What follows belongs to an exercise in optimizing a design on an open flow for small area; a production flow would make more cautious choices. In this exercise RTL edits were held to simulation tests only and were not proved equivalent to the original.

==> willow <==
==> flow/design.v <==
module pixel_frame_loader #(
  parameter int NUM_PIXELS = 208,
  parameter int PIX_W      = 8,
  parameter int ERR_W      = 8
) (
  input  logic                        clk,
  input  logic                        rst,
  input  logic [PIX_W-1:0]            pix_data,
  input  logic                        pix_valid,
  input  logic                        pix_sof,
  output logic                        pix_ready,
  output logic                        nn_start,
  input  logic                        nn_done,
  output logic [NUM_PIXELS*PIX_W-1:0] frame_pixels,
  output logic                        busy,
  output logic                        sync_err,
  output logic [ERR_W-1:0]            err_count
);
  localparam int IDX_W = $clog2(NUM_PIXELS);
  localparam logic [IDX_W-1:0] LAST = IDX_W'(NUM_PIXELS - 1);
  typedef enum logic [1:0] {
    L_IDLE,
    L_RUN,
    L_DRAIN
  } l_state_t;
  l_state_t         state, state_nxt;
  logic             show_full;    
  logic             fill_full;    
  logic [IDX_W-1:0] wr_idx;
  logic             xfer, we, fill, err, rel, copy;
  logic [NUM_PIXELS*PIX_W-1:0] fill_q;
  logic [NUM_PIXELS*PIX_W-1:0] show_q;
  assign pix_ready = rst & ~(show_full & fill_full);
  assign xfer      = pix_valid & pix_ready;
  assign err       = xfer & (pix_sof ? (wr_idx != '0) : (wr_idx == '0));
  assign we        = xfer & (pix_sof | (wr_idx != '0));
  assign fill      = xfer & ~pix_sof & (wr_idx == LAST);
  assign copy      = fill_full & ~show_full;
  assign nn_start  = (state == L_RUN);
  assign busy      = (state != L_IDLE);
  always_comb begin
    state_nxt = state;
    rel       = 1'b0;
    unique case (state)
      L_IDLE:
        if ((show_full | fill_full) && !nn_done)
          state_nxt = L_RUN;
      L_RUN:
        if (nn_done)
          state_nxt = L_DRAIN;
      L_DRAIN:
        if (!nn_done) begin
          state_nxt = L_IDLE;
          rel       = 1'b1;
        end
      default:
        state_nxt = L_IDLE;
    endcase
  end
  always_ff @(posedge clk) begin
    if (!rst) begin
      state     <= L_IDLE;
      show_full <= 1'b0;
      fill_full <= 1'b0;
    end else begin
      state <= state_nxt;
      if (copy)
        show_full <= 1'b1;
      else if (rel)
        show_full <= 1'b0;
      if (fill)
        fill_full <= 1'b1;
      else if (copy)
        fill_full <= 1'b0;
    end
  end
  always_ff @(posedge clk) begin
    if (!rst) begin
      wr_idx    <= '0;
      sync_err  <= 1'b0;
      err_count <= '0;
    end else begin
      sync_err <= err;
      if (err && (err_count != '1))
        err_count <= err_count + 1'b1;
      if (xfer) begin
        if (pix_sof)
          wr_idx <= IDX_W'(1);
        else if (fill)
          wr_idx <= '0;
        else if (wr_idx != '0)
          wr_idx <= wr_idx + 1'b1;
      end
    end
  end
  localparam int NB = NUM_PIXELS * PIX_W;
  always_ff @(posedge clk) begin
    fill_q <= ({NB{we}} & {pix_data, fill_q[NB-1:PIX_W]}) | ({NB{~we}} & fill_q);
    show_q <= ({NB{copy}} & fill_q) | ({NB{show_full}} & show_q);
  end
  assign frame_pixels = show_q;
endmodule
==> flow/flow/run.sh <==
#!/bin/bash
set -euo pipefail
export BUFFER_PORTS_ARGS="-buffer_cell sky130_fd_sc_hd__buf_1"
export CTS_ARGS="-sink_clustering_enable -repair_clock_nets -sink_clustering_size 16 -sink_clustering_max_diameter 60 -buf_list sky130_fd_sc_hd__clkbuf_8 -dont_use_dummy_load"
bash standard.sh "BUFFER_PORTS_ARGS=$BUFFER_PORTS_ARGS" "CTS_ARGS=$CTS_ARGS" finish > standard_flow.log 2>&1
==> flow/standard.sh <==
#!/bin/bash
# synth_recipe.tcl (not shown) runs the flow's synth.tcl, then flattens the netlist and writes it again
# the make line also repeats each setting of config.mk as NAME=value (left out here)
make -C /OpenROAD-flow-scripts/flow DESIGN_CONFIG=/design/flow/config.mk WORK_HOME=/design/flow/orfs CLKGATE_MAP_FILE= SYNTH_SCRIPT=/design/flow/synth_recipe.tcl "${@:-finish}"
==> flow/config.mk <==
export PLATFORM = sky130hd
export DESIGN_NAME = pixel_frame_loader
export DESIGN_NICKNAME = pixel_frame_loader
export VERILOG_FILES = /design/flow/design.v
export SDC_FILE = /design/flow/constraint.sdc
export NUM_CORES = 4
export LEC_CHECK = 0
export CAP_MARGIN = 20
export CORE_MARGIN = 2
export CORE_UTILIZATION = 40
export SLEW_MARGIN = 20
==> flow/constraint.sdc <==
create_clock -name core_clock -period 10.0 [get_ports {clk}]
set_input_delay 2.0000 -clock core_clock [delete_from_list [all_inputs] [get_ports {clk}]]
set_output_delay 2.0000 -clock core_clock [all_outputs]
set_load 0.01 [all_outputs]
==> tundra: changes against willow <==
--- a/flow/design.v
+++ b/flow/design.v
@@ -93,10 +93,13 @@
       end
     end
   end
-  localparam int NB = NUM_PIXELS * PIX_W;
   always_ff @(posedge clk) begin
-    fill_q <= ({NB{we}} & {pix_data, fill_q[NB-1:PIX_W]}) | ({NB{~we}} & fill_q);
-    show_q <= ({NB{copy}} & fill_q) | ({NB{show_full}} & show_q);
+    if (we)
+      fill_q <= {pix_data, fill_q[NUM_PIXELS*PIX_W-1:PIX_W]};
+  end
+  always_ff @(posedge clk) begin
+    if (copy)
+      show_q <= fill_q;
   end
   assign frame_pixels = show_q;
 endmodule
==> flow/flow/run.sh (replaced) <==
#!/bin/bash
set -euo pipefail
export BUFFER_PORTS_ARGS="-buffer_cell sky130_fd_sc_hd__buf_1"
bash standard.sh "BUFFER_PORTS_ARGS=-buffer_cell sky130_fd_sc_hd__buf_1" finish > standard_flow.log 2>&1
Settings changed: CORE_UTILIZATION 40 to 60, CTS_CLUSTER_DIAMETER from default to 60, CTS_CLUSTER_SIZE from default to 24.
==> notes <==
tundra failed in I/O pin placement (3_2_place_iop) with PPL-0024. willow finished with timing, DRC and antenna clean.
Against willow, the synthesized area of tundra is larger by 0.56%.
Against tundra, the synthesized cell count of willow is higher by 59%.

[separate check: timing with driven ports]
How much do the figures lean on ideal ports? The routed layout below was timed once more, with nothing changed but the port constraints.
Step 1: set_driving_cell puts a clkbuf_16 on clk and a buf_2 on each other input, an assumption about the parent block.
Step 2 times the ports against the registers' clock, not the clock port: input delays grow and output delays shrink by t, the midpoint of the rising clock arrivals with the driver on.
Slacks: no drivers / after step 1 / after step 2; pairs: no drivers / after step 1.
run: willow
t, ns: 1.057
setup slack, ns: 4.230 / 4.063 / 4.063
slew at the worst register clock pin (ns): 0.11 / 0.11
pins driven straight from the clock port: 1
After both steps willow still meets setup and hold. For willow, drivers alone change the setup slack by -0.167 ns; drivers and shift together by -0.167 ns.
